Context: an optimization exercise on an open-source flow, tuned for small area. The choices shown serve that exercise and are no tape-out recipe. RTL that was checked went through simulation tests only; none was proved equivalent to the original. Function not checked in runs 1 and 2: the RTL went through the layout flow alone. Power and IR drop assume default switching activity.

--- design/flow/design.v ---
package vft_pkg;
	localparam int PW = 23;
	localparam logic [2:0] S_IDLE = 3'd0;
	localparam logic [2:0] S_RUN  = 3'd1;    
	localparam logic [2:0] S_BPW  = 3'd2;    
	localparam logic [2:0] S_PRE  = 3'd3;    
	localparam logic [2:0] S_OTR  = 3'd4;    
	localparam logic [2:0] S_OV   = 3'd5;    
	localparam logic [2:0] S_OTS  = 3'd6;    
	localparam logic [2:0] S_INIT = 3'd7;    
endpackage
module vft_ram (
	input  logic       clk,
	input  logic       we,
	input  logic [7:0] wdata,
	output logic [7:0] tap
);
	logic [7:0] ring [64];
	always_ff @(posedge clk) begin
		ring[0] <= we ? wdata : ring[63];
		for (int s = 1; s < 64; s++) begin
			ring[s] <= ring[s-1];
		end
	end
	assign tap = ring[62];
endmodule
module vft_regs (
	input  logic          clk,
	input  logic          arst_n,
	input  logic          psel,
	input  logic          penable,
	input  logic          pwrite,
	input  logic [5:0]    paddr,
	input  logic [63:0]   pwdata,
	output logic [63:0]   prdata,
	output logic          pready,
	output logic [255:0]  trans,    
	output logic [63:0]   start,    
	output logic [7:0]    vld       
);
	logic [2:0] idx;
	logic       wr_en;
	logic [15:0] start_q [4];
	logic [63:0] trans_q [4];
	assign pready = 1'b1;
	assign idx    = paddr[5:3];
	assign wr_en  = psel & penable & pwrite;
	always_ff @(posedge clk) begin
		for (int i = 0; i < 4; i++) begin
			if (wr_en && idx == 3'(i)) begin
				start_q[i] <= pwdata[15:0];
			end
			if (wr_en && idx == 3'(i + 4)) begin
				trans_q[i] <= pwdata;
			end
		end
	end
	always_ff @(posedge clk or negedge arst_n) begin
		if (!arst_n) begin
			vld <= '0;
		end else if (wr_en) begin
			vld[idx] <= 1'b1;
		end
	end
	always_comb begin
		for (int i = 0; i < 4; i++) begin
			start[16*i +: 16] = start_q[i];
			trans[64*i +: 64] = trans_q[i];
		end
	end
	logic [7:0] rsel;
	always_comb begin
		for (int i = 0; i < 8; i++) begin
			rsel[i] = (idx == 3'(i)) & vld[i];
		end
		prdata = '0;
		for (int i = 0; i < 4; i++) begin
			prdata[15:0] = prdata[15:0] | (start_q[i] & {16{rsel[i]}});
			prdata       = prdata | (trans_q[i] & {64{rsel[i+4]}});
		end
	end
endmodule
module vft_dp (
	input  logic          clk,
	input  logic          arst_n,
	input  logic          s_tvalid,
	output logic          s_tready,
	input  logic [63:0]   s_tdata,
	input  logic          s_tuser,
	input  logic          s_tlast,
	output logic          m_tvalid,
	input  logic          m_tready,
	output logic [39:0]   m_tdata,
	output logic          m_tuser,
	output logic          m_tlast,
	input  logic [255:0]  trans,
	input  logic [63:0]   start,
	input  logic [7:0]    vld
);
	localparam int PW = vft_pkg::PW;
	logic [4:0] b_q;
	logic [5:0] t_q;
	logic       b_first, b_last;
	logic [3:0] bsel;
	logic [5:0] r_tap;
	assign b_first = (b_q == 5'd0);
	assign b_last  = (b_q == 5'(PW - 1));
	always_ff @(posedge clk or negedge arst_n) begin
		if (!arst_n) begin
			b_q <= '0;
			t_q <= '0;
		end else begin
			b_q <= b_last ? 5'd0 : b_q + 5'd1;
			t_q <= t_q + 6'd1;
		end
	end
	assign bsel  = b_q[4] ? 4'hF : b_q[3:0];    
	assign r_tap = ~t_q;                         
	logic [15:0] boh;
	always_comb begin
		for (int i = 0; i < 16; i++) begin
			boh[i] = (bsel == 4'(i));
		end
	end
	logic [2:0] st_q;
	logic [1:0] pp_q;         
	logic       pk_q, open_q, trunc_q;
	logic [5:0] cnt_q, i_q;   
	logic [1:0] cur_q;
	logic [1:0] best_q [4];
	logic       run, init_pass, cmp_pass, wr_pass;
	assign run       = (st_q == vft_pkg::S_RUN);
	assign init_pass = (st_q == vft_pkg::S_INIT);
	assign cmp_pass  = run && (pp_q != 2'd0);
	assign wr_pass   = (run && (pp_q == 2'd0)) || init_pass;
	logic [PW-1:0] pr_q [4];
	logic [3:0]    h;
	logic [3:0]    nbit;
	always_comb begin
		for (int k = 0; k < 4; k++) begin
			h[k] = pr_q[k][0];
		end
	end
	logic [3:0] tb [4];       
	logic [3:0] cs_q [4];
	logic [3:0] ss [4], sco [4], sx [4];
	logic [3:0] tmask;
	always_comb begin
		for (int k = 0; k < 4; k++) begin
			tmask[k] = vld[4+k] & ~pk_q;
			for (int j = 0; j < 4; j++) begin
				tb[k][j]  = (|(trans[64*k + 16*j +: 16] & boh)) & tmask[k];
				ss[k][j]  = h[k] ^ tb[k][j] ^ cs_q[k][j];
				sco[k][j] = (h[k] & tb[k][j]) | (cs_q[k][j] & (h[k] ^ tb[k][j]));
				sx[k][j]  = h[k] ^ tb[k][j] ^ sco[k][j];
			end
		end
	end
	always_ff @(posedge clk) begin
		for (int k = 0; k < 4; k++) begin
			for (int j = 0; j < 4; j++) begin
				cs_q[k][j] <= sco[k][j] & ~b_last;
			end
		end
	end
	logic [3:0] sa, sax, sb, sbx;
	logic [3:0] g_q, cd_q;
	logic [3:0] opa, ope, cdo;
	logic [3:0] gfin;
	always_comb begin
		for (int j = 0; j < 4; j++) begin
			sa[j]  = ss[pp_q][j];
			sax[j] = sx[pp_q][j];
			sb[j]  = ss[best_q[j]][j];
			sbx[j] = sx[best_q[j]][j];
			gfin[j] = (sa[j] ^ sb[j]) ? sa[j] : (g_q[j] & ~b_first);
			if (b_last && (sax[j] ^ sbx[j])) begin
				gfin[j] = sbx[j];
			end
			opa[j]  = init_pass ? ((|(start[16*j +: 16] & boh)) & vld[j]) : sb[j];
			ope[j]  = (|(s_tdata[16*j +: 16] & boh)) & ~pk_q;
			nbit[j] = opa[j] ^ ope[j] ^ cd_q[j];
			cdo[j]  = (opa[j] & ope[j]) | (cd_q[j] & (opa[j] ^ ope[j]));
		end
	end
	always_ff @(posedge clk) begin
		for (int j = 0; j < 4; j++) begin
			g_q[j]  <= gfin[j];
			cd_q[j] <= cdo[j] & ~b_last;
		end
	end
	always_ff @(posedge clk) begin
		for (int k = 1; k < 4; k++) begin
			pr_q[k] <= {(wr_pass ? nbit[k] : h[k]), pr_q[k][PW-1:1]};
		end
		if (run || init_pass) begin
			pr_q[0] <= {(wr_pass ? nbit[0] : h[0]), pr_q[0][PW-1:1]};
		end
	end
	logic [7:0] bp_tap;
	logic       bp_we;
	logic [1:0] bt_next;
	vft_ram u_bp (
		.clk   (clk),
		.we    (bp_we),
		.wdata ({best_q[3], best_q[2], best_q[1], best_q[0]}),
		.tap   (bp_tap)
	);
	assign bt_next = bp_tap[2*cur_q +: 2];
	logic newsent, at_cnt, at_i, acc, acs_go;
	assign newsent = s_tuser | ~open_q;
	assign at_cnt  = (r_tap == cnt_q);
	assign at_i    = (r_tap == i_q);
	assign bp_we   = (st_q == vft_pkg::S_BPW) && at_cnt;
	assign acs_go  = (st_q == vft_pkg::S_IDLE) && s_tvalid && b_last && !newsent && !s_tready;
	always_comb begin
		case (st_q)
			vft_pkg::S_IDLE: s_tready = open_q & ~s_tuser & (cnt_q == 6'd63);
			vft_pkg::S_INIT: s_tready = b_last;
			vft_pkg::S_BPW:  s_tready = at_cnt;
			default:         s_tready = 1'b0;
		endcase
	end
	assign acc = s_tvalid & s_tready;
	always_ff @(posedge clk or negedge arst_n) begin
		if (!arst_n) begin
			st_q   <= vft_pkg::S_IDLE;
			pp_q   <= 2'd1;
			pk_q   <= 1'b0;
			open_q <= 1'b0;
		end else begin
			case (st_q)
				vft_pkg::S_IDLE: begin
					if (s_tvalid && b_last && newsent) begin
						st_q <= vft_pkg::S_INIT;
					end else if (acs_go) begin
						st_q <= vft_pkg::S_RUN;
					end
				end
				vft_pkg::S_INIT: begin
					if (b_last) begin
						open_q <= 1'b1;
						st_q   <= vft_pkg::S_IDLE;
					end
				end
				vft_pkg::S_RUN: begin
					if (b_last) begin
						pp_q <= pp_q + 2'd1;
						if (pp_q == 2'd0) begin
							st_q <= pk_q ? vft_pkg::S_OTR : vft_pkg::S_BPW;
							pk_q <= 1'b0;
						end
					end
				end
				vft_pkg::S_BPW: begin
					if (at_cnt) begin
						st_q <= vft_pkg::S_IDLE;
					end
				end
				vft_pkg::S_PRE: begin
					if (b_last) begin
						st_q <= vft_pkg::S_RUN;
					end
				end
				vft_pkg::S_OTR: begin
					if (at_cnt) begin
						st_q <= at_i ? vft_pkg::S_OV : vft_pkg::S_OTS;
					end
				end
				vft_pkg::S_OTS: begin
					if (at_i) begin
						st_q <= vft_pkg::S_OV;
					end
				end
				vft_pkg::S_OV: begin
					if (m_tready && i_q == cnt_q) begin
						st_q <= vft_pkg::S_IDLE;
					end else if (m_tready) begin
						st_q <= vft_pkg::S_OTR;
					end
				end
				default: st_q <= vft_pkg::S_IDLE;
			endcase
			if (acc && s_tlast) begin
				st_q   <= vft_pkg::S_PRE;
				pk_q   <= 1'b1;
				open_q <= 1'b0;
			end
		end
	end
	always_ff @(posedge clk) begin
		if (acc) begin
			if (st_q == vft_pkg::S_IDLE) begin
				trunc_q <= 1'b1;
			end
			if (st_q == vft_pkg::S_INIT) begin
				trunc_q <= 1'b0;
				cnt_q   <= '0;
			end
			if (st_q == vft_pkg::S_BPW) begin
				cnt_q <= cnt_q + 6'd1;
			end
		end
		for (int j = 0; j < 4; j++) begin
			if (cmp_pass && b_last && gfin[j]) begin
				best_q[j] <= pp_q;
			end
		end
		if (acs_go || (acc && s_tlast)) begin
			for (int j = 0; j < 4; j++) begin
				best_q[j] <= 2'd0;
			end
		end
		if (run && pp_q == 2'd0 && b_last) begin
			i_q   <= '0;
			cur_q <= best_q[0];
		end
		if (((st_q == vft_pkg::S_OTR && at_cnt) || st_q == vft_pkg::S_OTS) && !at_i) begin
			cur_q <= bt_next;
		end
		if (st_q == vft_pkg::S_OV && m_tready) begin
			i_q   <= i_q + 6'd1;
			cur_q <= best_q[0];
		end
	end
	assign m_tvalid = (st_q == vft_pkg::S_OV);
	assign m_tdata  = {{(32 - PW){pr_q[0][PW-1]}}, pr_q[0], i_q, cur_q};
	assign m_tuser  = trunc_q;
	assign m_tlast  = (i_q == cnt_q);
endmodule
module viterbi_four_state_tagger_top (
	input  logic        clk,
	input  logic        arst_n,
	input  logic        s_tvalid,
	output logic        s_tready,
	input  logic [63:0] s_tdata,    
	input  logic        s_tuser,    
	input  logic        s_tlast,    
	output logic        m_tvalid,
	input  logic        m_tready,
	output logic [39:0] m_tdata,    
	output logic        m_tuser,    
	output logic        m_tlast,    
	input  logic        psel,
	input  logic        penable,
	input  logic        pwrite,
	input  logic [5:0]  paddr,
	input  logic [63:0] pwdata,
	output logic [63:0] prdata,
	output logic        pready
);
	logic [255:0] trans;
	logic [63:0]  start;
	logic [7:0]   vld;
	vft_regs u_regs (
		.clk     (clk),
		.arst_n  (arst_n),
		.psel    (psel),
		.penable (penable),
		.pwrite  (pwrite),
		.paddr   (paddr),
		.pwdata  (pwdata),
		.prdata  (prdata),
		.pready  (pready),
		.trans   (trans),
		.start   (start),
		.vld     (vld)
	);
	vft_dp u_dp (
		.clk      (clk),
		.arst_n   (arst_n),
		.s_tvalid (s_tvalid),
		.s_tready (s_tready),
		.s_tdata  (s_tdata),
		.s_tuser  (s_tuser),
		.s_tlast  (s_tlast),
		.m_tvalid (m_tvalid),
		.m_tready (m_tready),
		.m_tdata  (m_tdata),
		.m_tuser  (m_tuser),
		.m_tlast  (m_tlast),
		.trans    (trans),
		.start    (start),
		.vld      (vld)
	);
endmodule
--- design/flow/flow/run.sh ---
#!/bin/bash
# Standard ORFS layout with two changes: port buffers use the smallest buffer cell, and the
# clock tree uses larger sink clusters of mid-size clock buffers and no dummy loads. Full
# make output goes to flow_make.log here; each ORFS step keeps its own log under orfs/logs/.
set -euo pipefail
bash standard.sh \
	"BUFFER_PORTS_ARGS=-buffer_cell sky130_fd_sc_hd__buf_1" \
	"CTS_ARGS=-sink_clustering_enable -repair_clock_nets -dont_use_dummy_load -buf_list {sky130_fd_sc_hd__clkbuf_8 sky130_fd_sc_hd__clkbuf_16} -sink_clustering_size 24 -sink_clustering_max_diameter 60" \
	finish > flow_make.log 2>&1
--- design/flow/standard.sh ---
#!/bin/bash
# synth_recipe.tcl (not shown) runs the flow's synth.tcl, then flattens the netlist and writes it again
# the make line also repeats each setting of config.mk as NAME=value (left out here)
make -C /OpenROAD-flow-scripts/flow DESIGN_CONFIG=/design/flow/config.mk WORK_HOME=/design/flow/orfs CLKGATE_MAP_FILE= SYNTH_SCRIPT=/design/flow/synth_recipe.tcl "${@:-finish}"
--- design/flow/config.mk ---
export PLATFORM = sky130hd
export DESIGN_NAME = viterbi_four_state_tagger_top
export DESIGN_NICKNAME = viterbi_four_state_tagger_top
export VERILOG_FILES = /design/flow/design.v
export SDC_FILE = /design/flow/constraint.sdc
export NUM_CORES = 4
export LEC_CHECK = 0
export CAP_MARGIN = 20
export CORE_MARGIN = 2
export CORE_UTILIZATION = 40
export PLACE_DENSITY = 0.7
export SLEW_MARGIN = 20
--- design/flow/constraint.sdc ---
create_clock -name core_clock -period 15.0 [get_ports {clk}]
set_input_delay 3.0000 -clock core_clock [delete_from_list [all_inputs] [get_ports {clk}]]
set_output_delay 3.0000 -clock core_clock [all_outputs]
set_load 0.01 [all_outputs]
==> key figures, run 1 <==
Floorplanning
  – Core area: between 70000 and 80000 um2
  – Die area: around 80000 um2
  – Die Y: roughly 280 um
  – I/O pin cnt: around 250
  – Std cell rows: 102
  – Initial Util: between 40% and 50%
  – Die W: ~280 um

Synth
  – Synth top area cells: dfxtp_1 (39%), edfxtp_1 (35%), a22oi_1 (6.8%)
  – Synth top area share: about two fifths
  – Synthesized area per cell: approximately 15 um2
  – Syn nets: about 2200
  – Register area share after synthesis: 76.1%
  – EDFF count, synth: approximately 360
  – Commonest cells in the netlist: dfxtp_1 (613), edfxtp_1 (358), a22oi_1 (283), nand2_1 (139), nor2_1 (67)
  – Yosys warning count: 13
  – Mapped Cells: slightly above 2000
  – Predominant post-synthesis flop cell: dfxtp_1
  – Synth Register Bits: 997
  – Asr flop ratio synth: under 10%
  – Library cells used by synthesis: 74
  – Post-Syn Area: between 30000 and 40000 um2
  – Most frequent cell after synthesis: dfxtp_1
  – Synth area leader: dfxtp_1

CTS
  – Post-CTS Setup Inserts: 0
  – TritonCTS sink count: 997
  – CTS max path bufs: 3
  – Clock insertion delay at the later pin of the skew report: ~0.63 ns
  – Hold Buf Count CTS: 0
  – Clock-pin slew on the worst setup and hold paths: 0.09 ns
  – CTS H-tree depth: 2
  – Resized Gates After CTS: 0
  – CTS tree: done
  – Root Driver: clkbuf_16
  – Number of buffers created by CTS: 53

STA
  – Max-slew violations: 0
  – Hold violation count in the final report: 0
  – Total negative slack: 0 ns
  – Final period util: 54.7%
  – Final setup viols: 0
  – Worst slew pin tran: 1.10 ns
  – Unrepaired setup endpoints after global routing: no
  – Final Critical Period: between 8 and 9 ns
  – Fmax: ~120 MHz
  – Clk_skew: roughly 0.045 ns
  – Worst slew margin: a little over a quarter

Place
  – Routability cong.: between 0.9 and 1
  – IO Port Bufs: between 200 and 250
  – Post-DP HPWL: between 50 and 60 mm
  – Dpl cells: between 3000 and 4000

Routing
  – DR WL/cell: 23.4 um
  – Iteration-0 DRC Markers: around 2200
  – Final wirelength: around 77 mm
  – Routed Antenna Nets: 0
  – DR vias: between 15000 and 20000
  – First drt pass iteration count: 9
  – Vias per inst: around 5.5
  – DRC: 0

Global routing
  – Vias in the first global route: approximately 18000
  – Total track usage: 18.9%
  – First-pass GRT wire length: around 110 mm
  – Gr ovfl total: 0
  – Largest net degree at the start of global routing: 65
  – Initial antenna violation count: 14

Critical path
  – Worst endpoint required time: ~12 ns
  – Worst setup EP type: primary output
  – Worst Path Arrival: ~5.2 ns
  – Worst Path Class, Setup: in -> out
  – Worst setup SP type: input pin
  – Crit Path Max Fanout: 64

Worst hold path
  – Worst min-delay path category: reg -> reg

Power
  – Leakage: between 10 and 15 nW
  – Power per Cell Area: between 100 and 150 nW/um2
  – Peak VDD IR: around 130 uV

Finish
  – Layout cells sized above 1: about 6.4%
  – Area delta synth->final: 10.7%
  – Finished Layout Cells: about 3300
  – Nets: roughly 2500

Run status
  – Outcome: timing/DRC/antenna clean

Flow run
  – Max-Cap Viols: 0
[worst paths after layout]
kind                                  startpoint                    end  slack [ns]  cells after the start
min reg2reg                u_dp.u_bp.ring[29][0]  u_dp.u_bp.ring[30][0]        0.29                      0
min                        u_dp.u_bp.ring[29][0]  u_dp.u_bp.ring[30][0]        0.29                      0
max in group asynchronous                 arst_n            u_dp.b_q[2]       12.08                      1
min in group asynchronous                 arst_n            u_dp.t_q[1]        2.42                      1
max reg2reg                          u_dp.b_q[2]      u_dp.best_q[3][1]        9.23                     13
max                                     paddr[3]              prdata[3]        6.80                      7
[layout by cell type (no fill, tap or decap), types with 9 or more instances in the layout]
| cell | instances |
|---|---|
| buf_1 | 246 |
| a222oi_1 | 35 |
| nand3_1 | 37 |
| ha_1 | 16 |
| dfxtp_1 | 613 |
| nor4_1 | 10 |
| xnor2_1 | 18 |
| a21oi_1 | 11 |
| mux4_2 | 10 |
| nand2_1 | 139 |
| a41oi_1 | 11 |
| nor2_1 | 60 |
| inv_1 | 35 |
| a221oi_1 | 13 |
| nand2b_1 | 16 |
| dfrtp_1 | 25 |
| a22o_1 | 13 |
| mux2i_1 | 9 |
| a22oi_1 | 283 |
| clkbuf_16 | 53 |
| xor2_1 | 16 |
| and3_1 | 9 |
| and2_1 | 25 |
| buf_4 | 22 |
| edfxtp_1 | 358 |
| mux2_2 | 16 |
| o21ai_0 | 17 |
| fa_1 | 36 |
[kinds of logic after synthesis]
| logic type | count (synthesis) | synth area share, % |
|---|---|---|
| flip-flops | 997 | 76.1 |
| AO/OA/AOI/OAI | 430 | 10.8 |
| AND/OR/NAND/NOR | 355 | 5.52 |
| buffers and inverters | 141 | 2.01 |
| adder cells (fa/ha/maj) | 53 | 2.99 |
| multiplexers | 35 | 1.59 |
| XOR/XNOR | 34 | 0.958 |
| other | 1 | 0.0121 |
[sequential cells by signal, indices dropped and copies added, names as in the netlist]
name            cells
u_dp.i_q            6
u_dp.cs_q          16
u_dp.g_q            4
u_dp.open_q         1
u_dp.pk_q           1
u_dp.pp_q           2
u_dp.cur_q          2
u_dp.pr_q          92
u_dp.b_q            5
u_dp.best_q         8
u_dp.u_bp.ring    512
u_dp.cnt_q          6
u_regs.vld          8
u_regs.trans_q    256
u_dp.t_q            6
u_dp.trunc_q        1
u_dp.st_q           3
u_regs.start_q     64
u_dp.cd_q           4
[metrics by stage]
step / utilization [%] / area (um2) / total power, mW / hold slack (ns) / setup slack [ns]
after floorplan: - / 31100 / 3.49 / 0.310 / 7.62
after global placement: 42.9 / 33100 / 3.68 / 0.310 / 6.90
after detailed placement: 42.9 / 33100 / 3.70 / 0.312 / 6.87
after CTS: 44.6 / 34400 / 5.08 / 0.296 / 6.86
after global routing: 44.6 / 34400 / 5.26 / 0.295 / 6.70
final: 44.6 / 34400 / 5.06 / 0.291 / 6.80
[layout make-up]
type | instances | area (um2)
flip-flops and latches | 997 | 23700
diodes | 5 | 12.5
clock buffers | 53 | 1330
inverters | 35 | 131
fillers | 6795 | 42800
multi-input cells | 908 | 6890
well taps | 1040 | 1300
repair buffers | 269 | 1090
[where the power goes]
group          total, mW  switching [mW]  internal [mW]
Combinational      0.566           0.351          0.215
Clock               1.41           0.786          0.627
Sequential          3.08           0.113           2.96
Total               5.06            1.25           3.81
[critical path, cell delays in order]
cell and delay [ns]:
buf_1 0.21, ha_1 0.30, and3_2 0.21, buf_4 0.72
a222oi_1 0.31, nand3_1 0.17, buf_1 0.26
[layer usage]
metal  GRT usage (%)  vias to the layer above  share of wire (%)
met4            7.99                       16                4.1
met2            29.4                     1122                 45
met5               0                        -               0.13
met1            25.2                     8968                 40
li1                -                     7926                  -
met3            4.59                      204                 11
==> run 2: changes to the inputs <==
--- a/design/flow/design.v
+++ b/design/flow/design.v
@@ -144,4 +144,2 @@
 	logic [3:0] tb [4];       
-	logic [3:0] cs_q [4];
-	logic [3:0] ss [4], sco [4], sx [4];
 	logic [3:0] tmask;
@@ -151,6 +149,3 @@
 			for (int j = 0; j < 4; j++) begin
-				tb[k][j]  = (|(trans[64*k + 16*j +: 16] & boh)) & tmask[k];
-				ss[k][j]  = h[k] ^ tb[k][j] ^ cs_q[k][j];
-				sco[k][j] = (h[k] & tb[k][j]) | (cs_q[k][j] & (h[k] ^ tb[k][j]));
-				sx[k][j]  = h[k] ^ tb[k][j] ^ sco[k][j];
+				tb[k][j] = (|(trans[64*k + 16*j +: 16] & boh)) & tmask[k];
 			end
@@ -158,19 +153,20 @@
 	end
-	always_ff @(posedge clk) begin
-		for (int k = 0; k < 4; k++) begin
-			for (int j = 0; j < 4; j++) begin
-				cs_q[k][j] <= sco[k][j] & ~b_last;
-			end
-		end
-	end
-	logic [3:0] sa, sax, sb, sbx;
-	logic [3:0] g_q, cd_q;
+	logic       ha;
+	logic [3:0] ya, hb, yb;
+	logic [3:0] ca_q, cb_q, g_q, cd_q;
+	logic [3:0] sa, sax, cao, sb, sbx, cbo;
 	logic [3:0] opa, ope, cdo;
 	logic [3:0] gfin;
+	assign ha = h[pp_q];
 	always_comb begin
 		for (int j = 0; j < 4; j++) begin
-			sa[j]  = ss[pp_q][j];
-			sax[j] = sx[pp_q][j];
-			sb[j]  = ss[best_q[j]][j];
-			sbx[j] = sx[best_q[j]][j];
+			ya[j]  = tb[pp_q][j];
+			hb[j]  = h[best_q[j]];
+			yb[j]  = tb[best_q[j]][j];
+			sa[j]  = ha ^ ya[j] ^ ca_q[j];
+			cao[j] = (ha & ya[j]) | (ca_q[j] & (ha ^ ya[j]));
+			sax[j] = ha ^ ya[j] ^ cao[j];
+			sb[j]  = hb[j] ^ yb[j] ^ cb_q[j];
+			cbo[j] = (hb[j] & yb[j]) | (cb_q[j] & (hb[j] ^ yb[j]));
+			sbx[j] = hb[j] ^ yb[j] ^ cbo[j];
 			gfin[j] = (sa[j] ^ sb[j]) ? sa[j] : (g_q[j] & ~b_first);
@@ -187,2 +183,4 @@
 		for (int j = 0; j < 4; j++) begin
+			ca_q[j] <= cao[j] & ~b_last;
+			cb_q[j] <= cbo[j] & ~b_last;
 			g_q[j]  <= gfin[j];
==> design/flow/flow/run.sh (replaced) <==
#!/bin/bash
# Standard ORFS layout with two changes: port buffers use the smallest buffer cell, and the
# clock tree uses larger sink clusters and no dummy loads. Full make output goes to
# flow_make.log here; each ORFS step keeps its own log under orfs/logs/.
set -euo pipefail
bash standard.sh \
	"BUFFER_PORTS_ARGS=-buffer_cell sky130_fd_sc_hd__buf_1" \
	"CTS_ARGS=-sink_clustering_enable -repair_clock_nets -dont_use_dummy_load -buf_list {sky130_fd_sc_hd__clkbuf_8} -sink_clustering_size 20 -sink_clustering_max_diameter 50" \
	finish > flow_make.log 2>&1
==> key figures, run 2 <==
Synth
  – Synth top area cells: dfxtp_1 (39%), edfxtp_1 (35%), a22oi_1 (3.9%)
  – EDFF count, synth: 358
  – Register area share after synthesis: 76.2%
  – Mapped Cells: about 2100
  – Post-Syn Area: 30800 um2
  – Asr flop ratio synth: under 10%
  – Synthesized area per cell: roughly 15 um2
  – Synth area leader: dfxtp_1
  – Most frequent cell after synthesis: dfxtp_1
  – Synth Register Bits: between 900 and 1000
  – Predominant post-synthesis flop cell: dfxtp_1
  – Library cells used by synthesis: 67
  – Syn nets: about 2300
  – Commonest cells in the netlist: dfxtp_1 (605), edfxtp_1 (358), nand3_1 (222), a22oi_1 (162), nand2_1 (93)
  – Synth top area share: between 30% and 40%
  – Yosys warning count: 9

Global routing
  – Vias in the first global route: 18300
  – Total track usage: between 10% and 20%
  – Gr ovfl total: 0
  – Largest net degree at the start of global routing: 68
  – First-pass GRT wire length: around 120 mm
  – Initial antenna violation count: 11

Critical path
  – R2r setup slk: approximately 9.5 ns
  – Top delay family on crit path: simple AND/OR/NAND/NOR gates
  – Worst Path Arrival: roughly 5.4 ns
  – Reg2Reg Capture Point: u_dp.best_q[0][1]
  – R2r startpoint: u_dp.b_q[4]
  – Worst setup EP type: primary output
  – Crit-path cells: buf_1 -> inv_1 -> ha_1 -> ha_1 -> and2_1 -> a222oi_1 -> nand3_1 -> buf_1
  – Worst endpoint required time: approximately 12 ns
  – CP max-delay cell: a222oi_1
  – CP max stage delay: a little over 0.6 ns
  – Buf/Inv on CP: 3
  – Crit Path Max Fanout: 16
  – Worst setup SP type: input pin
  – R2R depth: 14
  – Worst Path Class, Setup: in -> out

Floorplanning
  – Initial Util: around two fifths
  – Core area: about 76000 um2
  – Die Y: between 200 and 300 um
  – I/O pin cnt: between 200 and 300
  – Std cell rows: slightly above 100
  – Die area: around 80000 um2
  – Die W: between 200 and 300 um

Finish
  – Largest registers: u_dp.u_bp.ring x512, u_regs.trans_q x256, u_dp.pr_q x92
  – Commonest cells after routing, fill and taps aside: dfxtp_1 (605), edfxtp_1 (358), buf_1 (246)
  – Fin area: about 34000 um2
  – Largest Register: u_dp.u_bp.ring
  – Nets: about 2500
  – Final core occ: between 40% and 50%
  – Max reg flops: roughly 500
  – Finished Layout Cells: roughly 3400
  – Layout cells sized above 1: 5.83%
  – Commonest non-fill, non-tap cell in the layout: dfxtp_1
  – Area delta synth->final: 9.05%

CTS
  – Root Driver: clkbuf_8
  – Resized Gates After CTS: 0
  – CTS tree: done
  – Clock insertion delay at the later pin of the skew report: ~0.70 ns
  – Clock-pin slew on the worst setup and hold paths: around 0.11 ns
  – CTS max path bufs: 3
  – TritonCTS sink count: just under 1000
  – Hold Buf Count CTS: 0
  – Post-CTS Setup Inserts: 0
  – CTS H-tree depth: 3
  – Number of buffers created by CTS: around 70

Power
  – Pwr Total: 4.84 mW
  – Leakage: roughly 12 nW
  – Peak VDD IR: roughly 73 uV
  – Power per Cell Area: between 100 and 150 nW/um2

Place
  – Dpl ws: between 6 and 7 ns
  – Dpl cell area: approximately 33000 um2
  – Post-DP HPWL: 50.4 mm
  – Dpl cells: 3274
  – Routability cong.: 0.951
  – IO Port Bufs: roughly 250

Routing
  – DR WL/cell: about 23 um
  – Final wirelength: 77.9 mm
  – Iteration-0 DRC Markers: between 2000 and 2500
  – DRC: 0
  – Routed Antenna Nets: 0
  – Vias per inst: around 5.6
  – DR vias: around 19000
  – First drt pass iteration count: 8

STA
  – Worst slew margin: 24.3%
  – Total negative slack: 0 ns
  – Clk_skew: approximately 0.1 ns
  – Fmax: between 100 and 150 MHz
  – Max-slew violations: 0
  – Setup ws final: about 6.6 ns
  – Hold Worst Slack: approximately 0.23 ns
  – Worst slew pin tran: between 1 and 1.5 ns
  – Final Critical Period: 8.38 ns
  – Final setup viols: 0
  – Final period util: a little under three fifths
  – Hold violation count in the final report: 0
  – Unrepaired setup endpoints after global routing: no

Run status
  – Outcome: timing/DRC/antenna clean

Worst hold path
  – Hold endpoint: u_dp.u_bp.ring[7][1]
  – Worst min-delay path category: reg -> reg
  – Hold Startpoint: u_dp.u_bp.ring[6][1]
  – Hold path depth: 0

Flow run
  – Max-Cap Viols: 0
==> run 2: cells by family after synthesis <==
| logic type | count (synthesis) | synth area share, % |
|---|---|---|
| xor+xnor | 33 | 0.937 |
| fa+ha+maj | 36 | 1.95 |
| mux | 29 | 1.28 |
| simple gates | 532 | 8.80 |
| other cells | 1 | 0.0122 |
| buf+inv | 163 | 2.31 |
| flops | 989 | 76.2 |
| compound gates | 330 | 8.47 |
==> run 2: worst register-to-register path, delay by kind of cell, from the launching register on <==
| kind | cells | cell delay [ns] |
|---|---|---|
| fa+ha+maj | 1 | 0.51 |
| compound gates | 5 | 1.66 |
| buf+inv | 2 | 0.38 |
| mux | 1 | 0.25 |
| flops | 1 | 0.59 |
| simple gates | 5 | 1.94 |
==> run 2: area by class of cell <==
class	instances	area (um2)
Clock buffer	71	977
Antenna cell	6	15.0
Sequential cell	989	23500
Multi-Input combinational cell	961	6680
Timing Repair Buffer	263	1050
Fill cell	6697	42600
Tap cell	1030	1290
Inverter	31	116
==> run 2: where the power goes <==
| part | switching [mW] | leakage, nW | internal, mW |
|---|---|---|---|
| logic | 0.375 | 3.03 | 0.219 |
| registers | 0.114 | 8.43 | 2.94 |
| clock network | 0.761 | 0.511 | 0.427 |
==> run 2: worst max path at each step <==
| stage | end | depth (start not counted) | from | slack (ns) |
|---|---|---|---|---|
| 2_1_floorplan | prdata[14] | 8 | paddr[3] | 7.62 |
| 3_3_place_gp | prdata[0] | 8 | paddr[3] | 6.79 |
| 3_5_place_dp | prdata[7] | 8 | paddr[3] | 6.75 |
| 4_1_cts | prdata[7] | 8 | paddr[3] | 6.74 |
| 5_1_grt | prdata[7] | 8 | paddr[3] | 6.47 |
| 6_report | prdata[0] | 8 | paddr[3] | 6.62 |
==> run 2: layer usage <==
| layer | global-route usage [%] | vias to the layer above | wire [um] |
|---|---|---|---|
| met5 | 0 | - | 52 |
| met4 | 7.65 | 8 | 2850 |
| met3 | 5.29 | 202 | 8930 |
| met2 | 28.9 | 1242 | 34500 |
| met1 | 26.3 | 9265 | 31600 |
| li1 | - | 8172 | - |
==> run 3: changes to the inputs <==
--- a/design/flow/design.v
+++ b/design/flow/design.v
@@ -17,6 +17,6 @@
 );
-	logic [7:0] ring [64];
+	logic [7:0] ring [63];
 	always_ff @(posedge clk) begin
-		ring[0] <= we ? wdata : ring[63];
-		for (int s = 1; s < 64; s++) begin
+		ring[0] <= we ? wdata : ring[62];
+		for (int s = 1; s < 63; s++) begin
 			ring[s] <= ring[s-1];
@@ -24,3 +24,3 @@
 	end
-	assign tap = ring[62];
+	assign tap = ring[61];
 endmodule
@@ -101,6 +101,5 @@
 	logic [4:0] b_q;
-	logic [5:0] t_q;
+	logic [5:0] u_q;
 	logic       b_first, b_last;
 	logic [3:0] bsel;
-	logic [5:0] r_tap;
 	assign b_first = (b_q == 5'd0);
@@ -110,6 +109,6 @@
 			b_q <= '0;
-			t_q <= '0;
+			u_q <= '0;
 		end else begin
 			b_q <= b_last ? 5'd0 : b_q + 5'd1;
-			t_q <= t_q + 6'd1;
+			u_q <= (u_q == 6'd0) ? 6'd62 : u_q - 6'd1;
 		end
@@ -117,3 +116,2 @@
 	assign bsel  = b_q[4] ? 4'hF : b_q[3:0];    
-	assign r_tap = ~t_q;                         
 	logic [15:0] boh;
@@ -209,4 +207,4 @@
 	assign newsent = s_tuser | ~open_q;
-	assign at_cnt  = (r_tap == cnt_q);
-	assign at_i    = (r_tap == i_q);
+	assign at_cnt  = (u_q == cnt_q) || (cnt_q == 6'd63 && u_q == 6'd0);
+	assign at_i    = (u_q == i_q);    
 	assign bp_we   = (st_q == vft_pkg::S_BPW) && at_cnt;
@@ -264,3 +262,3 @@
 					if (at_cnt) begin
-						st_q <= at_i ? vft_pkg::S_OV : vft_pkg::S_OTS;
+						st_q <= (i_q == cnt_q) ? vft_pkg::S_OV : vft_pkg::S_OTS;
 					end
@@ -315,3 +313,4 @@
 		end
-		if (((st_q == vft_pkg::S_OTR && at_cnt) || st_q == vft_pkg::S_OTS) && !at_i) begin
+		if ((st_q == vft_pkg::S_OTR && at_cnt && i_q != cnt_q) ||
+		    (st_q == vft_pkg::S_OTS && !at_i)) begin
 			cur_q <= bt_next;
--- a/design/flow/flow/run.sh
+++ b/design/flow/flow/run.sh
@@ -7,3 +7,3 @@
 	"BUFFER_PORTS_ARGS=-buffer_cell sky130_fd_sc_hd__buf_1" \
-	"CTS_ARGS=-sink_clustering_enable -repair_clock_nets -dont_use_dummy_load -buf_list {sky130_fd_sc_hd__clkbuf_8} -sink_clustering_size 20 -sink_clustering_max_diameter 50" \
+	"CTS_ARGS=-sink_clustering_enable -repair_clock_nets -dont_use_dummy_load -buf_list {sky130_fd_sc_hd__clkbuf_8} -sink_clustering_size 16 -sink_clustering_max_diameter 45" \
 	finish > flow_make.log 2>&1
==> key figures, run 3 <==
Floorplanning
  – Die area: between 70000 and 80000 um2
  – Std cell rows: slightly above 100
  – Die W: between 200 and 300 um
  – I/O pin cnt: 252
  – Core area: between 70000 and 80000 um2
  – Die Y: 281 um
  – Initial Util: a little over 40%

STA
  – Clk_skew: roughly 0.10 ns
  – Final Critical Period: slightly above 8 ns
  – Final setup viols: 0
  – Final period util: between 50% and 60%
  – Total negative slack: 0 ns
  – Worst slew pin tran: around 1.2 ns
  – Max-slew violations: 0
  – Setup ws final: around 6.7 ns
  – Hold Worst Slack: 0.262 ns
  – Fmax: between 100 and 150 MHz
  – Worst slew margin: a little over a fifth
  – Unrepaired setup endpoints after global routing: no
  – Hold violation count in the final report: 0

Critical path
  – Buf/Inv on CP: 3
  – Worst Path Arrival: between 5 and 6 ns
  – Top delay family on crit path: buffers and inverters
  – Worst endpoint required time: 12.00 ns
  – Cell mode on critical path: buf_1
  – Worst Path Class, Setup: in -> out
  – Worst setup SP type: input pin
  – CP max-delay cell: buf_4
  – Crit-path cells: buf_1 -> ha_1 -> and3_2 -> buf_4 -> a222oi_1 -> nand3_1 -> buf_1
  – Worst setup EP type: primary output
  – CP max stage delay: between 0.7 and 0.8 ns
  – Crit Path Max Fanout: 64

Finish
  – Largest registers: u_dp.u_bp.ring x504, u_regs.trans_q x256, u_dp.pr_q x92
  – Largest Register: u_dp.u_bp.ring
  – Final core occ: roughly 45%
  – Fin area: roughly 34000 um2
  – Finished Layout Cells: between 3000 and 4000
  – Max reg flops: 504
  – Layout cells sized above 1: 8.16%
  – Commonest cells after routing, fill and taps aside: dfxtp_1 (597), edfxtp_1 (358), buf_1 (246)
  – Nets: 2449
  – Area delta synth->final: 10.4%
  – Commonest non-fill, non-tap cell in the layout: dfxtp_1

CTS
  – Clock-pin slew on the worst setup and hold paths: 0.09 ns
  – Post-CTS Setup Inserts: 0
  – Number of buffers created by CTS: approximately 90
  – Hold Buf Count CTS: 0
  – CTS max path bufs: 3
  – Root Driver: clkbuf_8
  – Clock insertion delay at the later pin of the skew report: about 0.73 ns
  – TritonCTS sink count: roughly 980
  – CTS tree: done
  – CTS H-tree depth: 3
  – Resized Gates After CTS: 0

Synth
  – Post-Syn Area: ~31000 um2
  – Asr flop ratio synth: between 2 and 3%
  – Synth top area cells: dfxtp_1 (39%), edfxtp_1 (35%), a22oi_1 (5.1%)
  – Register area share after synthesis: between 70 and 80%
  – Syn nets: ~2200
  – EDFF count, synth: approximately 360
  – Yosys warning count: 9
  – Synthesized area per cell: roughly 15 um2
  – Commonest cells in the netlist: dfxtp_1 (597), edfxtp_1 (358), a22oi_1 (210), nand2_1 (97), nand3_1 (63)
  – Synth area leader: dfxtp_1
  – Most frequent cell after synthesis: dfxtp_1
  – Synth Register Bits: around 980
  – Library cells used by synthesis: just over 80
  – Mapped Cells: between 2000 and 2500
  – Synth top area share: about two fifths
  – Predominant post-synthesis flop cell: dfxtp_1

Routing
  – Routed Antenna Nets: 0
  – Iteration-0 DRC Markers: ~2600
  – DR WL/cell: 24.5 um
  – DR vias: roughly 19000
  – First drt pass iteration count: 7
  – DRC: 0
  – Final wirelength: between 80 and 90 mm
  – Vias per inst: roughly 5.6

Place
  – Post-DP HPWL: 52.9 mm
  – Routability cong.: around 0.95
  – Dpl ws: between 6 and 7 ns
  – Dpl cells: about 3200
  – IO Port Bufs: between 200 and 250
  – Dpl cell area: 32600 um2

Global routing
  – First-pass GRT wire length: 119 mm
  – Initial antenna violation count: 12
  – Vias in the first global route: around 19000
  – Total track usage: 20.3%
  – Largest net degree at the start of global routing: between 60 and 70
  – Gr ovfl total: 0

Power
  – Leakage: about 12 nW
  – Pwr Total: ~4.6 mW
  – Power per Cell Area: 135 nW/um2
  – Peak VDD IR: between 60 and 70 uV

Run status
  – Outcome: timing/DRC/antenna clean

Worst hold path
  – Worst min-delay path category: reg -> reg

Flow run
  – Max-Cap Viols: 0
==> run 3: changes by cell type after synthesis, sizes merged, moves of 10 or more <==
cell    previous run  this run
nor4              18         8
nand3            222        63
a222oi            32        44
a221o             16         4
clkbuf            65        48
a32o              19         6
nand4             52        25
mux2i              8        23
and3              21        37
and2              33        17
nor2              53        67
a22oi            162       210
==> run 3: worst paths after layout <==
check                      slack, ns        startpoint               end  cells after the start
max                             6.70          paddr[3]         prdata[7]                      7
min                             0.26  u_dp.pr_q[1][20]  u_dp.pr_q[1][19]                      0
max reg2reg                     9.13       u_dp.b_q[2]  u_dp.pr_q[0][22]                     14
min reg2reg                     0.26  u_dp.pr_q[1][20]  u_dp.pr_q[1][19]                      0
max in group asynchronous      12.03            arst_n     u_regs.vld[3]                      1
min in group asynchronous       2.39            arst_n       u_dp.b_q[4]                      1
==> run 3: cell type report <==
| class | count | area [um2] |
|---|---|---|
| clock buffer | 91 | 1250 |
| inverter | 27 | 101 |
| fill | 6685 | 42100 |
| timing repair buffer | 273 | 1120 |
| sequential | 981 | 23400 |
| tap | 1030 | 1290 |
| antenna | 7 | 17.5 |
| multi-input combinational | 896 | 6700 |
==> run 3: cells by family after synthesis <==
group | count (synthesis) | synth area share (%)
muxes | 56 | 2.33
and+or+nand+nor | 374 | 6.40
DFF | 981 | 76.2
buffers and inverters | 137 | 2.06
AOI/OAI and AO/OA | 395 | 10.1
adders and majority gates | 37 | 1.99
xor gates and xnor gates | 33 | 0.943
other | 1 | 0.0122
==> run 3: power by group <==
part | internal (mW) | leakage [nW] | switching [mW]
Combinational | 0.120 | 3.01 | 0.215
Clock | 0.540 | 0.654 | 0.783
Sequential | 2.83 | 8.35 | 0.0624
Total | 3.49 | 12.0 | 1.06
==> run 3: per-layer routing <==
| layer | vias up | part of all wire (%) | GRT usage, % | routed length [um] |
|---|---|---|---|---|
| li1 | 7970 | - | - | - |
| met1 | 9135 | 39 | 26.9 | 31700 |
| met2 | 1307 | 44 | 30.6 | 35600 |
| met3 | 253 | 12 | 5.61 | 9860 |
| met4 | 6 | 4.6 | 9.95 | 3750 |
| met5 | - | 0.052 | 0 | 42 |
==> run 4: changes to the inputs <==
==> design/flow/flow/run.sh (replaced) <==
#!/bin/bash
# Standard ORFS layout with three changes:
#  - synthesis is the standard flow's script with ABC run on an area-oriented script (same registers);
#  - port buffers use the smallest buffer cell;
#  - the clock tree uses sink clusters of mid-size clock buffers and no dummy loads.
# Full make output goes to flow_make.log here; each ORFS step keeps its own log under
# orfs/logs/.
set -euo pipefail
export VFT_ABC_SCRIPT="$PWD/flow/abc_area.script"
cat flow/abc_override.tcl synth_recipe.tcl > vft_synth.tcl
bash standard.sh \
	"SYNTH_SCRIPT=$PWD/vft_synth.tcl" \
	"BUFFER_PORTS_ARGS=-buffer_cell sky130_fd_sc_hd__buf_1" \
	"CTS_ARGS=-sink_clustering_enable -repair_clock_nets -dont_use_dummy_load -buf_list {sky130_fd_sc_hd__clkbuf_8} -sink_clustering_size 16 -sink_clustering_max_diameter 45" \
	finish > flow_make.log 2>&1
==> design/flow/flow/abc_area.script (new file) <==
strash
&get -n
&st

&syn3
&dch -f
&nf -a -p -R 1000 -F 8 -A 8
&st
&syn2
&dch -f
&nf -a -p -R 1000 -F 8 -A 8
&put
topo
stime -c
==> design/flow/flow/abc_override.tcl (new file) <==
# Prepended to the standard flow's synthesis script: the same synthesis, except that ABC maps the
# combinational logic with an area-oriented script (flow/abc_area.script) instead of
# ORFS's speed script. Registers are mapped before ABC runs, so they are unchanged.
proc abc {args} {
  set i [lsearch -exact $args -script]
  if {$i >= 0} { lset args [expr {$i + 1}] $::env(VFT_ABC_SCRIPT) }
  yosys abc {*}$args
}
==> key figures, run 4 <==
Critical path
  – Worst Path Class, Setup: in -> out
  – Worst Path Arrival: between 5 and 6 ns
  – CP max stage delay: around 0.57 ns
  – Worst endpoint required time: ~12 ns
  – Buf/Inv on CP: 3
  – CP max-delay cell: a222oi_1
  – Worst setup EP type: primary output
  – Cell mode on critical path: buf_1
  – Crit-path cells: buf_1 -> clkinv_1 -> ha_1 -> and2_0 -> a222oi_1 -> nand3_1 -> buf_1
  – Top delay family on crit path: buffers and inverters
  – Worst setup SP type: input pin
  – Crit Path Max Fanout: 16

Routing
  – Vias per inst: about 5.6
  – Routed Antenna Nets: 0
  – First drt pass iteration count: 13
  – DR WL/cell: ~22 um
  – DRC: 0
  – Final wirelength: approximately 71 mm
  – DR vias: around 18000
  – Iteration-0 DRC Markers: about 2400

Floorplanning
  – Die Y: about 280 um
  – Die area: roughly 76000 um2
  – Initial Util: about 40%
  – Core area: between 70000 and 80000 um2
  – I/O pin cnt: 252
  – Die W: between 200 and 300 um
  – Std cell rows: 99

Global routing
  – Vias in the first global route: ~18000
  – First-pass GRT wire length: roughly 110 mm
  – Gr ovfl total: 0
  – Total track usage: between 10% and 20%
  – Largest net degree at the start of global routing: between 60 and 70
  – Initial antenna violation count: 11

STA
  – Hold violation count in the final report: 0
  – Final Critical Period: roughly 8.5 ns
  – Unrepaired setup endpoints after global routing: no
  – Clk_skew: 0.151 ns
  – Final period util: roughly 57%
  – Worst slew margin: between 20% and 30%
  – Final setup viols: 0
  – Fmax: 117 MHz
  – Max-slew violations: 0
  – Total negative slack: 0 ns
  – Worst slew pin tran: approximately 1.1 ns
  – Setup ws final: 6.46 ns

Finish
  – Area delta synth->final: 12.6%
  – Commonest non-fill, non-tap cell in the layout: dfxtp_1
  – Layout cells sized above 1: 7.12%
  – Largest Register: u_dp.u_bp.ring
  – Largest registers: u_dp.u_bp.ring x504, u_regs.trans_q x256, u_dp.pr_q x92
  – Commonest cells after routing, fill and taps aside: dfxtp_1 (597), edfxtp_1 (358), buf_1 (246)
  – Nets: ~2400
  – Max reg flops: 504

Synth
  – Most frequent cell after synthesis: dfxtp_1
  – Predominant post-synthesis flop cell: dfxtp_1
  – Syn nets: 2007
  – Synthesized area per cell: around 16 um2
  – EDFF count, synth: roughly 360
  – Synth area leader: dfxtp_1
  – Yosys warning count: 9
  – Library cells used by synthesis: between 50 and 60
  – Synth top area share: about two fifths
  – Commonest cells in the netlist: dfxtp_1 (597), edfxtp_1 (358), nand2_1 (161), a222oi_1 (150), nor2_1 (63)
  – Synth Register Bits: ~1000
  – Post-Syn Area: 29400 um2
  – Register area share after synthesis: 79.5%
  – Synth top area cells: dfxtp_1 (41%), edfxtp_1 (37%), a222oi_1 (5.1%)
  – Mapped Cells: around 1800
  – Asr flop ratio synth: under 10%

Power
  – Leakage: between 10 and 15 nW
  – Power per Cell Area: roughly 140 nW/um2
  – Pwr Total: about 4.8 mW
  – Peak VDD IR: roughly 100 uV

CTS
  – Hold Buf Count CTS: 0
  – Resized Gates After CTS: 0
  – CTS tree: done
  – CTS max path bufs: 3
  – Root Driver: clkbuf_8
  – Post-CTS Setup Inserts: 0
  – Clock-pin slew on the worst setup and hold paths: approximately 0.090 ns
  – Clock insertion delay at the later pin of the skew report: 0.75 ns
  – CTS H-tree depth: 3
  – TritonCTS sink count: 981
  – Number of buffers created by CTS: between 90 and 100

Place
  – Dpl ws: around 6.5 ns
  – Post-DP HPWL: roughly 46 mm
  – IO Port Bufs: ~250
  – Routability cong.: 0.894

Worst hold path
  – Worst min-delay path category: reg -> reg

Flow run
  – Max-Cap Viols: 0

Run status
  – Outcome: timing/DRC/antenna clean
run 4: worst paths after layout:
kind	start	to	slack (ns)	cells after the start
worst max-delay path	paddr[5]	prdata[3]	6.46	7
worst min-delay path	u_dp.u_bp.ring[6][4]	u_dp.u_bp.ring[7][4]	0.26	0
worst max register to register	u_dp.b_q[4]	u_dp.best_q[1][1]	9.63	17
worst min register to register	u_dp.u_bp.ring[6][4]	u_dp.u_bp.ring[7][4]	0.26	0
max in group asynchronous	arst_n	u_dp.pp_q[1]	11.96	1
min in group asynchronous	arst_n	u_dp.st_q[1]	2.42	1
run 4: report_power, final:
part	internal [mW]	switching (mW)	leakage [nW]	total [mW]
logic	0.154	0.278	2.51	0.432
registers	2.89	0.0980	8.36	2.99
clock network	0.572	0.783	0.697	1.36
total	3.62	1.16	11.6	4.78
run 4: cell type report:
cell class	count	area, um2
fillers	6350	39700
flip-flops and latches	981	23400
multi-input cells	804	5930
clock buffers	97	1340
well taps	959	1200
repair buffers	276	1150
inverters	32	120
diodes	4	10.0
run 4: worst reg2reg max path, delay by kind of cell (launching register included):
| kind | cells | cell delay, ns |
|---|---|---|
| AND/OR/NAND/NOR | 7 | 2.27 |
| multiplexers | 2 | 0.58 |
| AO/OA/AOI/OAI | 5 | 0.80 |
| flip-flops | 1 | 0.54 |
| buffers and inverters | 2 | 0.55 |
| adder cells (fa/ha/maj) | 1 | 0.53 |
run 4: cells by family after synthesis:
group / synth area share (%)
buffers and inverters: 0.690
adders and majority gates: 2.04
muxes: 1.50
AOI/OAI and AO/OA: 9.76
DFF: 79.5
xor gates and xnor gates: 0.715
other: 0.0128
and+or+nand+nor: 5.80
run 4: per-layer routing:
layer | track usage, % | up-vias | share of wire, %
li1 | - | 7721 | -
met2 | 28.4 | 1120 | 45
met3 | 5.87 | 230 | 11
met1 | 23.7 | 8615 | 40
met5 | 0 | - | 0.13
met4 | 8.72 | 14 | 4.3
run 4: stage by stage:
stage | cells | utilization (%) | hold slack [ns] | instance area [um2]
after detailed placement | 3052 | 43.6 | 0.312 | 31700
after floorplan | 1828 | - | 0.310 | 29400
after global placement | 3052 | 43.6 | 0.311 | 31700
final | 3153 | 45.4 | 0.260 | 33100
after CTS | 3149 | 45.4 | 0.253 | 33100
after global routing | 3151 | 45.4 | 0.248 | 33100
==> run 5: changes to the inputs <==
--- a/design/flow/flow/run.sh
+++ b/design/flow/flow/run.sh
@@ -13,3 +13,3 @@
 	"BUFFER_PORTS_ARGS=-buffer_cell sky130_fd_sc_hd__buf_1" \
-	"CTS_ARGS=-sink_clustering_enable -repair_clock_nets -dont_use_dummy_load -buf_list {sky130_fd_sc_hd__clkbuf_8} -sink_clustering_size 16 -sink_clustering_max_diameter 45" \
+	"CTS_ARGS=-sink_clustering_enable -repair_clock_nets -dont_use_dummy_load -buf_list {sky130_fd_sc_hd__clkbuf_8} -sink_clustering_size 16 -sink_clustering_max_diameter 100" \
 	finish > flow_make.log 2>&1
==> key figures, run 5 <==
Power
  – Peak VDD IR: 91.3 uV
  – Pwr Total: 4.60 mW
  – Power per Cell Area: approximately 140 nW/um2
  – Leakage: about 11 nW

STA
  – Max-slew violations: 0
  – Unrepaired setup endpoints after global routing: no
  – Worst slew pin tran: 1.07 ns
  – Clk_skew: 0.101 ns
  – Worst slew margin: around 29%
  – Hold violation count in the final report: 0
  – Final period util: roughly 57%
  – Total negative slack: 0 ns
  – Fmax: between 100 and 150 MHz
  – Final Critical Period: ~8.5 ns
  – Final setup viols: 0

Global routing
  – Vias in the first global route: between 15000 and 20000
  – Total track usage: ~18%
  – Gr ovfl total: 0
  – Initial antenna violation count: 10
  – Largest net degree at the start of global routing: between 60 and 70
  – First-pass GRT wire length: about 110 mm

Critical path
  – R2r setup slk: between 9 and 10 ns
  – Cell mode on critical path: buf_1
  – CP max stage delay: 0.55 ns
  – CP max-delay cell: a222oi_1
  – Worst endpoint required time: ~12 ns
  – Worst setup EP type: primary output
  – Top delay family on crit path: buffers and inverters
  – Worst Path Class, Setup: in -> out
  – Crit Path Max Fanout: 16
  – Worst Path Arrival: ~5.5 ns
  – Buf/Inv on CP: 3
  – Crit-path cells: buf_1 -> clkinv_1 -> ha_1 -> and2_0 -> a222oi_1 -> nand3_1 -> buf_1
  – Worst setup SP type: input pin

Worst hold path
  – Worst min-delay path category: reg -> reg

Place
  – Post-DP HPWL: 45.7 mm
  – Routability cong.: 0.894
  – Dpl cell area: about 32000 um2
  – IO Port Bufs: 247
  – Dpl cells: between 3000 and 4000

Finish
  – FILL cells: roughly 6400
  – Area delta synth->final: 11.4%
  – Fin area: between 30000 and 40000 um2
  – Largest registers: u_dp.u_bp.ring x504, u_regs.trans_q x256, u_dp.pr_q x92
  – Largest Register: u_dp.u_bp.ring
  – Nets: 2346
  – Commonest non-fill, non-tap cell in the layout: dfxtp_1
  – Final core occ: around 45%
  – Commonest cells after routing, fill and taps aside: dfxtp_1 (597), edfxtp_1 (358), buf_1 (246)
  – Finished Layout Cells: around 3100
  – Max reg flops: 504
  – Layout cells sized above 1: between 6 and 7%

CTS
  – Number of buffers created by CTS: 72
  – Clock insertion delay at the later pin of the skew report: roughly 0.69 ns
  – Post-CTS Setup Inserts: 0
  – TritonCTS sink count: 981
  – CTS H-tree depth: 3
  – Root Driver: clkbuf_8
  – Hold Buf Count CTS: 0
  – Resized Gates After CTS: 0
  – Clock-pin slew on the worst setup and hold paths: ~0.090 ns
  – CTS tree: done
  – CTS max path bufs: 3

Synth
  – Post-Syn Area: 29400 um2
  – Commonest cells in the netlist: dfxtp_1 (597), edfxtp_1 (358), nand2_1 (161), a222oi_1 (150), nor2_1 (63)
  – Predominant post-synthesis flop cell: dfxtp_1
  – Mapped Cells: 1828
  – EDFF count, synth: 358
  – Yosys warning count: 9
  – Syn nets: around 2000
  – Library cells used by synthesis: 54
  – Synth top area share: approximately two fifths
  – Synth area leader: dfxtp_1
  – Synth top area cells: dfxtp_1 (41%), edfxtp_1 (37%), a222oi_1 (5.1%)
  – Synthesized area per cell: roughly 16 um2
  – Asr flop ratio synth: 2.65%
  – Most frequent cell after synthesis: dfxtp_1
  – Synth Register Bits: ~980
  – Register area share after synthesis: slightly below 80%

Routing
  – Final wirelength: 70.4 mm
  – First drt pass iteration count: 10
  – Iteration-0 DRC Markers: 2480
  – Vias per inst: 5.59
  – Routed Antenna Nets: 0
  – DR vias: between 15000 and 20000
  – DR WL/cell: about 23 um
  – DRC: 0

Floorplanning
  – Core area: approximately 73000 um2
  – Std cell rows: 99
  – Die Y: between 200 and 300 um
  – Initial Util: 40.3%
  – Die area: 75600 um2
  – Die W: between 200 and 300 um
  – I/O pin cnt: roughly 250

Flow run
  – Max-Cap Viols: 0

Run status
  – Outcome: timing/DRC/antenna clean
[run 5: worst paths after layout]
kind | from | endpoint | depth (start not counted)
max in group asynchronous | arst_n | u_dp.b_q[1] | 1
min reg2reg | u_dp.u_bp.ring[36][4] | u_dp.u_bp.ring[37][4] | 0
min in group asynchronous | arst_n | u_dp.b_q[2] | 1
max reg2reg | u_dp.b_q[4] | u_dp.best_q[1][1] | 17
min | u_dp.u_bp.ring[36][4] | u_dp.u_bp.ring[37][4] | 0
max | paddr[5] | prdata[3] | 7
[run 5: kinds of logic (layout without fill, tap and decap cells)]
kind of cell               Yosys count  in the layout  share of synthesized area [%]
other                                1              3                         0.0128
and+or+nand+nor                    366            366                           5.80
DFF                                981            981                           79.5
muxes                               38             38                           1.50
adders and majority gates           36             36                           2.04
buffers and inverters               43            380                          0.690
xor gates and xnor gates            24             24                          0.715
AOI/OAI and AO/OA                  339            339                           9.76
[run 5: power by group]
part / total, mW / switching, mW / internal (mW) / leakage [nW]
combinational: 0.433 / 0.279 / 0.154 / 2.51
clock: 1.18 / 0.750 / 0.432 / 0.518
sequential: 2.99 / 0.0987 / 2.89 / 8.36
total: 4.60 / 1.13 / 3.47 / 11.4
[run 5: cell type report]
cell class	count	area (um2)	share of cell area (%)
inverters	32	120	0.367
clock buffers	72	991	3.03
multi-input cells	804	5930	18.1
diodes	2	5.00	0.0153
well taps	959	1200	3.66
repair buffers	276	1150	3.50
flip-flops and latches	981	23400	71.3
[run 5: per-stage QoR]
stage | hold slack [ns] | worst slack, ns
global route | 0.218 | 6.33
detailed placement | 0.312 | 6.53
floorplan | 0.310 | 6.52
finish | 0.231 | 6.48
CTS | 0.212 | 6.51
global placement | 0.311 | 6.54
[run 5: layer usage]
metal	routed length (um)	global-route usage, %
met4	3180	8.61
met2	31400	28.1
met3	8130	5.68
met5	114	0
met1	27600	23.7
==> run 6: changes to the inputs <==
--- a/design/flow/flow/run.sh
+++ b/design/flow/flow/run.sh
@@ -13,3 +13,3 @@
 	"BUFFER_PORTS_ARGS=-buffer_cell sky130_fd_sc_hd__buf_1" \
-	"CTS_ARGS=-sink_clustering_enable -repair_clock_nets -dont_use_dummy_load -buf_list {sky130_fd_sc_hd__clkbuf_8} -sink_clustering_size 16 -sink_clustering_max_diameter 100" \
+	"CTS_ARGS=-sink_clustering_enable -repair_clock_nets -dont_use_dummy_load -buf_list {sky130_fd_sc_hd__clkbuf_8} -sink_clustering_size 18 -sink_clustering_max_diameter 50" \
 	finish > flow_make.log 2>&1
--- a/design/flow/config.mk
+++ b/design/flow/config.mk
@@ -9,4 +9,4 @@
 export CORE_MARGIN = 2
-export CORE_UTILIZATION = 40
-export PLACE_DENSITY = 0.7
+export CORE_UTILIZATION = 55
+export PLACE_DENSITY = 0.75
 export SLEW_MARGIN = 20
==> key figures, run 6 <==
Synth
  – Synth Register Bits: a little under 1000
  – Syn nets: approximately 2000
  – Synth top area share: between 40% and 50%
  – Multiplexer share of the synthesized area: between 1 and 1.5%
  – Register area share after synthesis: between 70 and 80%
  – Post-Syn Area: slightly below 30000 um2
  – Simple-gate portion of the synthesized area: between 5 and 6%
  – XOR/XNOR share of the synthesized area: 0.715%
  – Library cells used by synthesis: 54
  – Commonest cells in the netlist: dfxtp_1 (597), edfxtp_1 (358), nand2_1 (161), a222oi_1 (150), nor2_1 (63)
  – Mapped Cells: about 1800
  – Synth top area cells: dfxtp_1 (41%), edfxtp_1 (37%), a222oi_1 (5.1%)
  – Synth area leader: dfxtp_1
  – Adder-cell share of the synthesized area: 2.04%
  – Predominant post-synthesis flop cell: dfxtp_1
  – Asr flop ratio synth: 2.65%
  – Synthesized area per cell: 16.1 um2
  – Yosys warning count: 9
  – EDFF count, synth: about 360
  – Most frequent cell after synthesis: dfxtp_1
  – Synth Area in Compound Gates: approximately a tenth
  – Main combinational cell family by area after synthesis: compound AO/OA/AOI/OAI gates

Routing
  – Vias per inst: slightly above 6
  – DRC: 0
  – Routed Antenna Nets: 0
  – DR WL/cell: roughly 24 um
  – Iteration-0 DRC Markers: roughly 3000
  – DR vias: about 18000
  – First drt pass iteration count: 13
  – Final wirelength: 67.4 mm

Finish
  – Layout cells sized above 1: around 6.3%
  – Finished Layout Cells: between 2000 and 3000
  – Commonest non-fill, non-tap cell in the layout: dfxtp_1
  – Storage element area: between 20000 and 25000 um2
  – Largest registers: u_dp.u_bp.ring x504, u_regs.trans_q x256, u_dp.pr_q x92
  – Max reg flops: between 500 and 600
  – Commonest cells after routing, fill and taps aside: dfxtp_1 (597), edfxtp_1 (358), buf_1 (247)
  – Fin area: between 30000 and 40000 um2
  – Final core occ: about three fifths
  – Largest Register: u_dp.u_bp.ring
  – Area occupied by multi-input gates: 5920 um2
  – Area delta synth->final: 10.5%
  – FILL cells: around 3800
  – Nets: about 2400

Critical path
  – Worst setup SP type: input pin
  – Crit-path cells: buf_1 -> clkinv_1 -> ha_1 -> and2_0 -> a222oi_1 -> nand3_1 -> buf_1
  – Worst endpoint required time: around 12 ns
  – Worst Path Class, Setup: in -> out
  – CP max-delay cell: and2_0
  – Crit Path Max Fanout: 16
  – CP max stage delay: around 0.56 ns
  – CP startpoint: paddr[5]
  – R2r startpoint: u_dp.b_q[0]
  – Cell mode on critical path: buf_1
  – Worst Path Arrival: 5.48 ns
  – Worst setup EP type: primary output

Floorplanning
  – Initial Util: between 50% and 60%
  – I/O pin cnt: 252
  – Die W: 235 um
  – Die area: around 55000 um2
  – Die Y: ~240 um
  – Core area: ~53000 um2
  – Std cell rows: 84

STA
  – Total negative slack: 0 ns
  – Final period util: 56.6%
  – Final Critical Period: around 8.5 ns
  – Unrepaired setup endpoints after global routing: no
  – Worst slew margin: a little over a quarter
  – Worst slew pin tran: around 1.1 ns
  – Setup ws final: about 6.5 ns
  – Max-slew violations: 0
  – Hold violation count in the final report: 0
  – Hold Worst Slack: about 0.27 ns
  – Clk_skew: approximately 0.11 ns
  – Fmax: 118 MHz
  – Final setup viols: 0

Flow run
  – Max-Cap Viols: 0

CTS
  – CTS max path bufs: 3
  – Post-CTS Setup Inserts: 0
  – Root Driver: clkbuf_8
  – CTS tree: done
  – Number of buffers created by CTS: slightly below 80
  – Clock insertion delay at the later pin of the skew report: around 0.7 ns
  – TritonCTS sink count: just under 1000
  – Clock-pin slew on the worst setup and hold paths: 0.09 ns
  – Resized Gates After CTS: 0
  – CTS H-tree depth: 3
  – Hold Buf Count CTS: 0

Place
  – Dpl ws: 6.62 ns
  – Dpl cell area: approximately 31000 um2
  – Post-DP HPWL: 43.6 mm
  – Dpl cells: 2783
  – Routability cong.: 0.928
  – IO Port Bufs: 247

Power
  – P_int: roughly 3.5 mW
  – Sw Share: 24.2%
  – Flop pwr share: between 60 and 70%
  – Clk pwr share: about a quarter
  – Pwr Total: approximately 4.6 mW
  – Peak VDD IR: 98.4 uV
  – Leakage: 11.4 nW
  – Comb pwr share: under 10%
  – Power per Cell Area: ~140 nW/um2
  – Switching pwr: 1.12 mW

Worst hold path
  – Worst min-delay path category: reg -> reg
  – Hold Startpoint: u_dp.u_bp.ring[25][5]

Global routing
  – Total track usage: a little under a quarter
  – Initial antenna violation count: 9
  – Largest net degree at the start of global routing: 65
  – First-pass GRT wire length: approximately 100 mm
  – Vias in the first global route: about 17000
  – Gr ovfl total: 0

Run status
  – Outcome: timing/DRC/antenna clean
run 6: power groups by stage:
stage	combinational, mW	clock [mW]	sequential (mW)
6_report	0.426	1.21	2.98
5_1_grt	0.470	1.33	3.00
4_1_cts	0.424	1.24	2.98
2_1_floorplan	0.268	0	3.02
3_5_place_dp	0.423	0	3.04
3_3_place_gp	0.411	0	3.04
run 6: cell families after synthesis:
kind of cell,after synthesis
other,1
buffers and inverters,43
adder cells (fa/ha/maj),36
multiplexers,38
AO/OA/AOI/OAI,339
flip-flops,981
XOR/XNOR,24
AND/OR/NAND/NOR,366
run 6: metal layers:
layer,up-vias,share of wire (%),track usage [%]
li1,7673,-,-
met2,1256,43,34.5
met1,8416,39,32.8
met3,223,14,8.48
met4,10,3.9,9.99
met5,-,0.099,0
run 6: area by class of cell:
cell class                      count  share of cell area, %
Timing Repair Buffer              278                   3.57
Antenna cell                        3                 0.0231
Clock buffer                       77                   3.26
Inverter                           32                  0.370
Tap cell                          688                   2.65
Sequential cell                   981                   71.9
Multi-Input combinational cell    804                   18.2
run 6: path summary, 6_finish.rpt:
kind	endpoint	slack, ns	depth (start not counted)
max	prdata[0]	6.52	7
min	u_dp.u_bp.ring[26][5]	0.27	0
max reg2reg	u_dp.best_q[3][1]	9.19	20
min reg2reg	u_dp.u_bp.ring[26][5]	0.27	0
max in group asynchronous	u_dp.b_q[0]	12.33	2
min in group asynchronous	u_dp.u_q[2]	2.32	2
run 6: worst max-delay path: cells and delay by family:
kind / cells / cell delay (ns)
compound gates: 1 / 0.46
buf+inv: 3 / 0.89
simple gates: 2 / 0.76
fa+ha+maj: 1 / 0.37

port drivers added, routing unchanged:
Ports are ideal in the flow. The routed layouts listed here were re-timed in OpenROAD.
Step 1 sets driving cells, clkbuf_16 on the clock port and buf_2 on the other inputs (assumed; they add their load-dependent delay and slew).
Step 2 moves the port delays by t, midway between the first and last clock arrival at a register: inputs arrive t later, outputs are due t later. That takes back most of the time a late clock gives input paths.
a / b / c = ideal / step 1 / step 2; a / b = the first two.
run	t, ns	slack for setup (ns)	clock arrival spread, ns
run 1	0.664	6.799 / 6.712 / 6.712	0.048 / 0.047
run 2	0.709	6.621 / 6.545 / 6.545	0.104 / 0.104
run 3	0.729	6.703 / 6.623 / 6.623	0.126 / 0.127
run 4	0.733	6.457 / 6.428 / 6.428	0.151 / 0.151
run 5	0.698	6.477 / 6.448 / 6.448	0.107 / 0.107
run 6	0.693	6.516 / 6.483 / 6.483	0.112 / 0.112
After both steps setup and hold are still met in every run listed. The setup slack of run 1, which loses most, moves by -0.087 ns with the drivers and by -0.087 ns with both steps.
